This is an optimization exercise on Yosys and OpenROAD, whose aim is small area, a short achievable clock period and few clock cycles per item, not a production implementation. The RTL was checked by simulation tests, not by an equivalence proof against the original design. Power and IR drop assume default switching activity.

==> flow/design.v <==
package lkv_pkg;
  localparam int MAX_ENTRIES_DEF = 16;
  localparam int KEY_BITS_DEF    = 16;
  localparam int VALUE_BITS_DEF  = 32;
  localparam int             CAP_BITS  = 5;
  localparam logic [CAP_BITS-1:0] CAP_RESET = 5'd16;
  typedef enum logic {
    CMD_GET = 1'b0,
    CMD_PUT = 1'b1
  } cmd_t;
  typedef enum logic [1:0] {
    ST_IDLE,
    ST_MATCH,
    ST_UPDATE,
    ST_REPLY
  } state_t;
  typedef struct packed {
    logic capture;
    logic lookup;
    logic update;
    logic reply;
  } ctl_cmd_t;
endpackage
module lru_key_value_cache (
  input  logic                         clk,
  input  logic                         rst,
  input  logic                         cfg_write_en,
  input  logic [4:0]                   cfg_write_data,
  input  logic                         req_valid,
  output logic                         req_ready,
  input  logic                         req_command,
  input  logic [15:0]                  req_lookup_key,
  input  logic [31:0]                  req_write_value,
  output logic                         rsp_valid,
  input  logic                         rsp_ready,
  output logic                         rsp_hit,
  output logic [31:0]                  rsp_read_value,
  output logic                         rsp_evicted,
  output logic [15:0]                  rsp_evicted_key
);
  localparam int N  = 16;
  localparam int KW = 16;
  localparam int VW = 32;
  logic          s_v;
  logic          s_put;
  logic [KW-1:0] s_key;
  logic [VW-1:0] s_val;
  logic [4:0]    cnt;
  logic [N-1:0]  vld;
  logic [KW-1:0] ekey [N];
  logic [VW-1:0] eval [N];
  logic [3:0]    lim_m1;
  logic          go;
  logic [N-1:0]  mq;       
  logic [N-1:0]  eq_old;   
  logic          eq_prev;  
  logic [N-1:0]  mq_d;
  logic [N-1:0]  m;
  logic [N-1:0]  ge;
  logic          hit;
  logic          putmiss;
  logic          full;
  logic [N-1:0]  en;
  logic [VW-1:0] hv;
  logic [KW-1:0] lastkey;
  logic          rd_q;
  assign go        = s_v & (~rsp_valid | rsp_ready);
  assign req_ready = ~s_v | ~rsp_valid | rsp_ready;
  always_ff @(posedge clk) begin
    if (rst) begin
      s_v <= 1'b0;
    end else if (req_ready) begin
      s_v <= req_valid;
    end
  end
  always_ff @(posedge clk) begin
    if (req_ready) begin
      s_put <= req_command;
      s_key <= req_lookup_key;
      s_val <= req_write_value;
      mq    <= mq_d;
    end
  end
  always_ff @(posedge clk) begin
    if (rst) begin
      lim_m1 <= 4'd15;
    end else if (cfg_write_en) begin
      if (cfg_write_data == 5'd0) begin
        lim_m1 <= 4'd0;
      end else if (cfg_write_data > 5'd16) begin
        lim_m1 <= 4'd15;
      end else begin
        lim_m1 <= 4'(cfg_write_data - 5'd1);
      end
    end
  end
  always_comb begin
    for (int i = 0; i < N; i++) begin
      vld[i] = cnt > 5'(i);
    end
    for (int i = 0; i < N; i++) begin
      m[i] = vld[i] & mq[i];
    end
    for (int i = 0; i < N; i++) begin
      ge[i] = |(m >> i);
    end
    hit     = ge[0];
    putmiss = s_put & ~hit;
    full    = cnt > {1'b0, lim_m1};
    en[0]   = go & (hit | s_put);
    for (int i = 1; i < N; i++) begin
      en[i] = go & (ge[i] | putmiss);
    end
    hv      = '0;
    lastkey = '0;
    for (int i = 0; i < N; i++) begin
      hv = hv | ({VW{m[i]}} & eval[i]);
      if (i == N - 1) begin
        lastkey = lastkey | ({KW{vld[i]}} & ekey[i]);
      end else begin
        lastkey = lastkey | ({KW{vld[i] & ~vld[i+1]}} & ekey[i]);
      end
    end
  end
  always_comb begin
    eq_prev = (req_lookup_key == s_key);
    for (int i = 0; i < N; i++) begin
      eq_old[i] = (req_lookup_key == ekey[i]);
    end
    mq_d[0] = en[0] ? eq_prev : eq_old[0];
    for (int i = 1; i < N; i++) begin
      mq_d[i] = en[i] ? eq_old[i-1] : eq_old[i];
    end
  end
  always_ff @(posedge clk) begin
    if (en[0]) begin
      ekey[0] <= s_key;
      eval[0] <= s_put ? s_val : hv;
    end
    for (int i = 1; i < N; i++) begin
      if (en[i]) begin
        ekey[i] <= ekey[i-1];
        eval[i] <= eval[i-1];
      end
    end
  end
  always_ff @(posedge clk) begin
    if (rst) begin
      cnt <= '0;
    end else if (go && putmiss && !full) begin
      cnt <= cnt + 5'd1;
    end
  end
  always_ff @(posedge clk) begin
    if (rst) begin
      rsp_valid <= 1'b0;
    end else if (go) begin
      rsp_valid <= 1'b1;
    end else if (rsp_ready) begin
      rsp_valid <= 1'b0;
    end
  end
  assign rsp_read_value = {VW{rd_q}} & eval[0];
  always_ff @(posedge clk) begin
    if (go) begin
      rd_q            <= hit & ~s_put;
      rsp_hit         <= hit;
      rsp_evicted     <= putmiss & full;
      rsp_evicted_key <= (putmiss & full) ? lastkey : '0;
    end
  end
endmodule
Settings: LEC_CHECK=0, CAP_MARGIN=20, CORE_MARGIN=2, CORE_UTILIZATION=40, SETUP_SLACK_MARGIN=3.0, SLEW_MARGIN=20, BUFFER_PORTS_ARGS=-buffer_cell sky130_fd_sc_hd__buf_4; clock period 6.0 ns.
standard.sh (not shown) runs the stock make flow with config.mk's settings and CLKGATE_MAP_FILE= SYNTH_SCRIPT=/design/flow/synth_recipe.tcl, a recipe that flattens the netlist after the stock synthesis.
==> flow/flow/run.sh <==
#!/bin/bash
set -e
echo 'export BUFFER_PORTS_ARGS = -buffer_cell sky130_fd_sc_hd__buf_4' >> "$FLOW_CONFIG"
bash standard.sh > standard.log 2>&1
Testbench counts at the start, summed over its fixed seeds: cycles 8,016, items 8,000.
==> next run, changes <==
--- a/flow/design.v
+++ b/flow/design.v
@@ -44,9 +44,8 @@
   logic          s_v;
   logic          s_put;
   logic [KW-1:0] s_key;
   logic [VW-1:0] s_val;
-  logic [4:0]    cnt;
   logic [N-1:0]  vld;
   logic [KW-1:0] ekey [N];
   logic [VW-1:0] eval [N];
   logic [3:0]    lim_m1;
@@ -54,8 +53,9 @@
   logic [N-1:0]  mq;       
   logic [N-1:0]  eq_old;   
   logic          eq_prev;  
   logic [N-1:0]  mq_d;
+  logic [N-1:0]  vld_nx;
   logic [N-1:0]  m;
   logic [N-1:0]  ge;
   logic          hit;
   logic          putmiss;
@@ -95,19 +95,16 @@
     end
   end
   always_comb begin
     for (int i = 0; i < N; i++) begin
-      vld[i] = cnt > 5'(i);
-    end
-    for (int i = 0; i < N; i++) begin
-      m[i] = vld[i] & mq[i];
+      m[i] = mq[i];
     end
     for (int i = 0; i < N; i++) begin
       ge[i] = |(m >> i);
     end
     hit     = ge[0];
     putmiss = s_put & ~hit;
-    full    = cnt > {1'b0, lim_m1};
+    full    = vld[lim_m1];
     en[0]   = go & (hit | s_put);
     for (int i = 1; i < N; i++) begin
       en[i] = go & (ge[i] | putmiss);
     end
@@ -126,11 +123,12 @@
     eq_prev = (req_lookup_key == s_key);
     for (int i = 0; i < N; i++) begin
       eq_old[i] = (req_lookup_key == ekey[i]);
     end
-    mq_d[0] = en[0] ? eq_prev : eq_old[0];
+    vld_nx  = (go && putmiss && !full) ? {vld[N-2:0], 1'b1} : vld;
+    mq_d[0] = (en[0] ? eq_prev : eq_old[0]) & vld_nx[0];
     for (int i = 1; i < N; i++) begin
-      mq_d[i] = en[i] ? eq_old[i-1] : eq_old[i];
+      mq_d[i] = (en[i] ? eq_old[i-1] : eq_old[i]) & vld_nx[i];
     end
   end
   always_ff @(posedge clk) begin
     if (en[0]) begin
@@ -145,11 +143,11 @@
     end
   end
   always_ff @(posedge clk) begin
     if (rst) begin
-      cnt <= '0;
+      vld <= '0;
     end else if (go && putmiss && !full) begin
-      cnt <= cnt + 5'd1;
+      vld <= {vld[N-2:0], 1'b1};
     end
   end
   always_ff @(posedge clk) begin
     if (rst) begin
What happened:
- The changed run went through all stages and came out clean
- cell area shrinks by 1.7%
- clock power is lower by about 3%
- die area climbs by 0.85%
- setup slack improved by 43 ps
- maximum frequency is higher by 1.4%
- cell count is about the same
- utilization came out lower by 1.1 points
- synthesized area is higher by 0.86%
- sequential cell count rose by 11
- via count fell by 1.5%
- critical path depth is lower by 1
- count of clock-buffer cells in the layout is higher by 11
Testbench counts after the change, summed over its fixed seeds: cycles 8,016, items 8,000.


RTL: the design.v shown in full above, as it stands there.
clock: 6.0 ns
lec_check: 0
cap_margin: 20
core_margin: 2
core_utilization: 60
setup_slack_margin: 3.0
slew_margin: 20
buffer_ports_args: -buffer_cell sky130_fd_sc_hd__buf_4
Scripts as last shown in full above: flow/flow/run.sh
Testbench counts at the start, summed over its fixed seeds: cycles 8,016, items 8,000.
Rerun with:
--- a/flow/design.v
+++ b/flow/design.v
@@ -46,5 +46,4 @@
   logic [KW-1:0] s_key;
   logic [VW-1:0] s_val;
-  logic [4:0]    cnt;
   logic [N-1:0]  vld;
   logic [KW-1:0] ekey [N];
@@ -56,4 +55,5 @@
   logic          eq_prev;  
   logic [N-1:0]  mq_d;
+  logic [N-1:0]  vld_nx;
   logic [N-1:0]  m;
   logic [N-1:0]  ge;
@@ -65,6 +65,14 @@
   logic [KW-1:0] lastkey;
   logic          rd_q;
+  logic          free_q;
   assign go        = s_v & (~rsp_valid | rsp_ready);
-  assign req_ready = ~s_v | ~rsp_valid | rsp_ready;
+  assign req_ready = free_q | rsp_ready;
+  always_ff @(posedge clk) begin
+    if (rst) begin
+      free_q <= 1'b1;
+    end else begin
+      free_q <= ~(req_ready ? req_valid : s_v) | ~(go | (rsp_valid & ~rsp_ready));
+    end
+  end
   always_ff @(posedge clk) begin
     if (rst) begin
@@ -97,8 +105,5 @@
   always_comb begin
     for (int i = 0; i < N; i++) begin
-      vld[i] = cnt > 5'(i);
-    end
-    for (int i = 0; i < N; i++) begin
-      m[i] = vld[i] & mq[i];
+      m[i] = mq[i];
     end
     for (int i = 0; i < N; i++) begin
@@ -107,5 +112,5 @@
     hit     = ge[0];
     putmiss = s_put & ~hit;
-    full    = cnt > {1'b0, lim_m1};
+    full    = vld[lim_m1];
     en[0]   = go & (hit | s_put);
     for (int i = 1; i < N; i++) begin
@@ -128,7 +133,8 @@
       eq_old[i] = (req_lookup_key == ekey[i]);
     end
-    mq_d[0] = en[0] ? eq_prev : eq_old[0];
+    vld_nx  = (go && putmiss && !full) ? {vld[N-2:0], 1'b1} : vld;
+    mq_d[0] = (en[0] ? eq_prev : eq_old[0]) & vld_nx[0];
     for (int i = 1; i < N; i++) begin
-      mq_d[i] = en[i] ? eq_old[i-1] : eq_old[i];
+      mq_d[i] = (en[i] ? eq_old[i-1] : eq_old[i]) & vld_nx[i];
     end
   end
@@ -147,7 +153,7 @@
   always_ff @(posedge clk) begin
     if (rst) begin
-      cnt <= '0;
+      vld <= '0;
     end else if (go && putmiss && !full) begin
-      cnt <= cnt + 5'd1;
+      vld <= {vld[N-2:0], 1'b1};
     end
   end
Outcome: Hold slack gets worse by 14 ps. Power climbs by a few percent. Worst setup slack improved by 28 ps. Non-clock buffer count went down by 20. Sequential share of layout area rises by 1.2 points. Cell count increases slightly. Routed wire length is lower by a few percent. Via count falls by a few percent. Global-route usage is lower by 1.5 points. Synthesized cell count climbs by a few percent. Count of clock-buffer cells in the layout falls by 3. Critical path depth falls by 6.
Testbench counts after the change, summed over its fixed seeds: cycles 8,016, items 8,000.

## what the ideal ports hide
The results above use ideal ports. As a check the final layouts listed here were re-extracted and re-timed, cells and wires unchanged.
Step 1 (the two cells are an assumption about what drives the block):
set clk [get_ports {clk}]
set_driving_cell -lib_cell sky130_fd_sc_hd__clkbuf_16 $clk
set_driving_cell -lib_cell sky130_fd_sc_hd__buf_2 [delete_from_list [all_inputs] $clk]
Step 2 moves the port delays by t, midway between the first and last clock arrival at a register: inputs arrive t later, outputs are due t later. That takes back most of the time a late clock gives input paths.
Three values: no drivers, after step 1, after step 2; two values: the first two.
run	t, ns	setup slack, ns	worst data-port slew with drivers (ns)
the first run of note 1	0.724	2.953 / 2.953 / 2.343	0.05
the second run of note 1	0.700	2.996 / 2.990 / 2.473	0.05
the first run of note 2	0.704	2.991 / 2.991 / 2.379	0.06
the second run of note 2	0.704	3.019 / 2.986 / 2.392	0.04
After both steps setup and hold are still met in every run listed. The setup slack of the second run of note 2, which loses most, moves by -0.033 ns with the drivers and by -0.627 ns with both steps.
